Context: an optimization exercise on an open-source flow, tuned for small area, a short achievable clock period and few clock cycles per item. The choices shown serve that exercise and are no tape-out recipe.
Only simulation tests tie the RTL to the original design; equivalence was not proved.

== xenon ==
## masked_sbox_pipe
module masked_sbox_pipe (
  input  logic        clk,
  input  logic        rst,
  input  logic        in_valid,
  output logic        in_ready,
  input  logic        in_encrypt,
  input  logic [31:0] in_a,
  input  logic [31:0] in_m,
  input  logic [31:0] in_n,
  input  logic        flush,
  output logic        out_valid,
  input  logic        out_ready,
  output logic [31:0] out_q,
  output logic [31:0] out_n,
  output logic        mask_err
);
clock: 27.0 ns
lec_check: 0
abc_clock_period_in_ps: 300
cap_margin: 20
core_margin: 2
core_utilization: 40
slew_margin: 20
synth_hierarchical: 1
standard.sh (not shown) runs the stock make flow with config.mk's settings and CLKGATE_MAP_FILE= SYNTH_SCRIPT=/design/flow/synth_recipe.tcl, a recipe that flattens the netlist after the stock synthesis.
==> flow/flow/run.sh <==
#!/bin/bash
set -euo pipefail
export BUFFER_PORTS_ARGS="-buffer_cell sky130_fd_sc_hd__buf_1"
export CTS_ARGS="-sink_clustering_enable -repair_clock_nets -dont_use_dummy_load -buf_list sky130_fd_sc_hd__clkbuf_8"
bash standard.sh > standard_flow.log 2>&1
Testbench counts of xenon, summed over its fixed seeds: cycles 4,104, items 4,096.
Modified inputs, violet compared to xenon
--- a/flow/config.mk
+++ b/flow/config.mk
@@ -8 +8 @@
-export ABC_CLOCK_PERIOD_IN_PS = 300
+export ABC_CLOCK_PERIOD_IN_PS = 27000
@@ -11 +11,2 @@
-export CORE_UTILIZATION = 40
+export CORE_UTILIZATION = 75
+export PLACE_DENSITY = 0.85
--- outcome ---
Relative to xenon, the post-route minimum period of violet is higher by 0.20 ns. xenon → violet: fraction of area in multi-input gates saw an increase; setup slack now sits lower. What violet reported for die area has to be multiplied by 1.8 to get the figure for xenon. violet: done, clean on timing, DRC and antenna.
--- input diff violet..raven ---
--- a/flow/config.mk
+++ b/flow/config.mk
@@ -8 +8 @@
-export ABC_CLOCK_PERIOD_IN_PS = 27000
+export ABC_CLOCK_PERIOD_IN_PS = 1000
@@ -11,2 +11 @@
-export CORE_UTILIZATION = 75
-export PLACE_DENSITY = 0.85
+export CORE_UTILIZATION = 40
Results
- Compared raven vs violet, and number of cell rows is up in raven.
- Compared with violet, raven supports a higher clock frequency.
- Cmp raven vs violet: final critical-path setup slack higher in raven
Changes in zinc relative to raven:
--- a/flow/config.mk
+++ b/flow/config.mk
@@ -8 +8 @@
-export ABC_CLOCK_PERIOD_IN_PS = 1000
+export ABC_CLOCK_PERIOD_IN_PS = 4000
==> comparison <==
- Diff raven -> zinc: number of cells upsized or downsized after cts held.
Relative to zinc, the following input files were edited for ember:
--- a/flow/flow/run.sh
+++ b/flow/flow/run.sh
@@ -3,0 +4 @@
+export SETUP_SLACK_MARGIN=15.6
--- a/flow/config.mk
+++ b/flow/config.mk
@@ -8 +8 @@
-export ABC_CLOCK_PERIOD_IN_PS = 4000
+export ABC_CLOCK_PERIOD_IN_PS = 27000
[summary]
Looking at the reports, zinc completed the entire flow and the layout it produced met the timing, DRC and antenna checks. ember completed end to end with timing, DRC and antenna clean. Taking zinc as the reference, in ember sequential share of layout area now smaller; clock edge transition at the registers on the reported setup and hold paths stayed essentially flat; routed wire length now sits higher. On final net count, ember tracks zinc almost exactly. Detailed-routed wire length on met3 for ember: 58 um down relative to zinc.

---

masked_sbox_pipe again, from the RTL that the note above started with.
Settings: LEC_CHECK=0, ABC_CLOCK_PERIOD_IN_PS=27000, CAP_MARGIN=20, CORE_MARGIN=2, CORE_UTILIZATION=40, SLEW_MARGIN=20, SYNTH_HIERARCHICAL=1; clock period 27.0 ns.
==> flow/flow/run.sh <==
#!/bin/bash
set -euo pipefail
export BUFFER_PORTS_ARGS="-buffer_cell sky130_fd_sc_hd__buf_1"
export CTS_ARGS="-sink_clustering_enable -repair_clock_nets -dont_use_dummy_load -buf_list sky130_fd_sc_hd__clkbuf_8 -root_buf sky130_fd_sc_hd__clkbuf_16"
bash standard.sh > standard_flow.log 2>&1
Testbench counts at the start, summed over its fixed seeds: cycles 4,104, items 4,096.
Next try:
==> flow/flow/run.sh (replaced) <==
#!/bin/bash
set -euo pipefail
export BUFFER_PORTS_ARGS="-buffer_cell sky130_fd_sc_hd__buf_1"
export CTS_ARGS="-sink_clustering_enable -repair_clock_nets -dont_use_dummy_load -buf_list sky130_fd_sc_hd__clkbuf_16 -sink_clustering_size 40 -sink_clustering_max_diameter 400 -sink_clustering_levels 1"
bash standard.sh > standard_flow.log 2>&1
After rerunning: Area after synthesis stays the same; fmax is unchanged; critical path depth is unchanged.
Next try:
==> flow/flow/run.sh (replaced) <==
#!/bin/bash
set -euo pipefail
export BUFFER_PORTS_ARGS="-buffer_cell sky130_fd_sc_hd__buf_1"
export CTS_ARGS="-sink_clustering_enable -repair_clock_nets -dont_use_dummy_load -buf_list sky130_fd_sc_hd__clkbuf_8"
bash standard.sh > standard_flow.log 2>&1
- CORE_UTILIZATION: 40 -> 60
The changed run produced a clean layout.
Wire length is higher slightly.
Global-route usage is higher by 8.0 points.
Die area is lower by a quarter to a third.
Final cell count is lower by a few percent.
Cell area is lower by a few percent.
Via count is higher by a few percent.
Sequential share of layout area is higher by 0.48 points.
Setup slack is worse by 0.069 ns.
Non-clock buffer count does not change.
Hold slack is worse by 0.042 ns.

---

Starting RTL as in the previous note.
export LEC_CHECK = 0
export ABC_CLOCK_PERIOD_IN_PS = 700
export CAP_MARGIN = 20
export CORE_MARGIN = 2
export CORE_UTILIZATION = 40
export SLEW_MARGIN = 20
export SYNTH_HIERARCHICAL = 1
create_clock -name core_clock -period 27.0 [get_ports {clk}]
==> flow/flow/run.sh <==
#!/bin/bash
set -euo pipefail
export BUFFER_PORTS_ARGS="-buffer_cell sky130_fd_sc_hd__buf_1"
export CTS_ARGS="-sink_clustering_enable -repair_clock_nets -dont_use_dummy_load -buf_list sky130_fd_sc_hd__clkbuf_8"
bash standard.sh > standard_flow.log 2>&1
Testbench counts at the start, summed over its fixed seeds: cycles 4,104, items 4,096.
==> next run, changes <==
==> flow/flow/run.sh (replaced) <==
#!/bin/bash
set -euo pipefail
export BUFFER_PORTS_ARGS="-buffer_cell sky130_fd_sc_hd__buf_1"
export CTS_ARGS="-sink_clustering_enable -repair_clock_nets -dont_use_dummy_load -buf_list sky130_fd_sc_hd__clkbuf_4 -root_buf sky130_fd_sc_hd__clkbuf_8"
bash standard.sh > standard_flow.log 2>&1
ABC_CLOCK_PERIOD_IN_PS = 27000   (was 700)
Effect:
- The changed run produced a clean layout
- synthesized cell count stays the same
- setup slack stays the same
- non-clock buffer count stays the same
- design area stays the same
- synthesized area stays the same
- clock-buffer cell count stays the same
- fmax does not change
- cell count stays the same
==> next run, changes <==
==> flow/flow/run.sh (replaced) <==
#!/bin/bash
set -euo pipefail
export BUFFER_PORTS_ARGS="-buffer_cell sky130_fd_sc_hd__buf_1"
export CTS_ARGS="-sink_clustering_enable -repair_clock_nets -dont_use_dummy_load -buf_list sky130_fd_sc_hd__clkbuf_8"
bash standard.sh > standard_flow.log 2>&1
After rerunning: Global-route usage stays the same; design area does not change; clock skew is unchanged; cell count stays the same; wire length does not change.

## what the ideal ports hide
The flow's constraints put no driver on any port. The routed layouts listed below were extracted and timed again, unchanged, in two steps.
Step 1: set_driving_cell puts a clkbuf_16 on clk and a buf_2 on each other input, an assumption about the parent block.
Step 2 times the ports against the registers' clock, not the clock port: input delays grow and output delays shrink by t, the midpoint of the rising clock arrivals with the driver on.
Three values: no drivers, after step 1, after step 2; two values: the first two.
run	t, ns	setup slack, ns	worst setup path after step 2
xenon	0.394	15.606 / 15.572 / 15.673	input to output
violet	0.377	15.407 / 15.371 / 15.703	input to output
raven	0.394	15.606 / 15.572 / 15.673	input to output
zinc	0.394	15.606 / 15.572 / 15.673	input to output
ember	0.395	15.698 / 15.672 / 15.672	input to output
the first run of note 2	0.374	15.659 / 15.619 / 15.670	input to output
the second run of note 2	0.374	15.659 / 15.619 / 15.670	input to output
the third run of note 2	0.381	15.591 / 15.555 / 15.698	input to output
the first run of note 3	0.394	15.606 / 15.572 / 15.673	input to output
the second run of note 3	0.394	15.606 / 15.572 / 15.673	input to output
the third run of note 3	0.394	15.606 / 15.572 / 15.673	input to output
After both steps every run listed still meets setup and hold. For ember, which loses most, drivers alone change the setup slack by -0.026 ns; drivers and shift together by -0.026 ns.
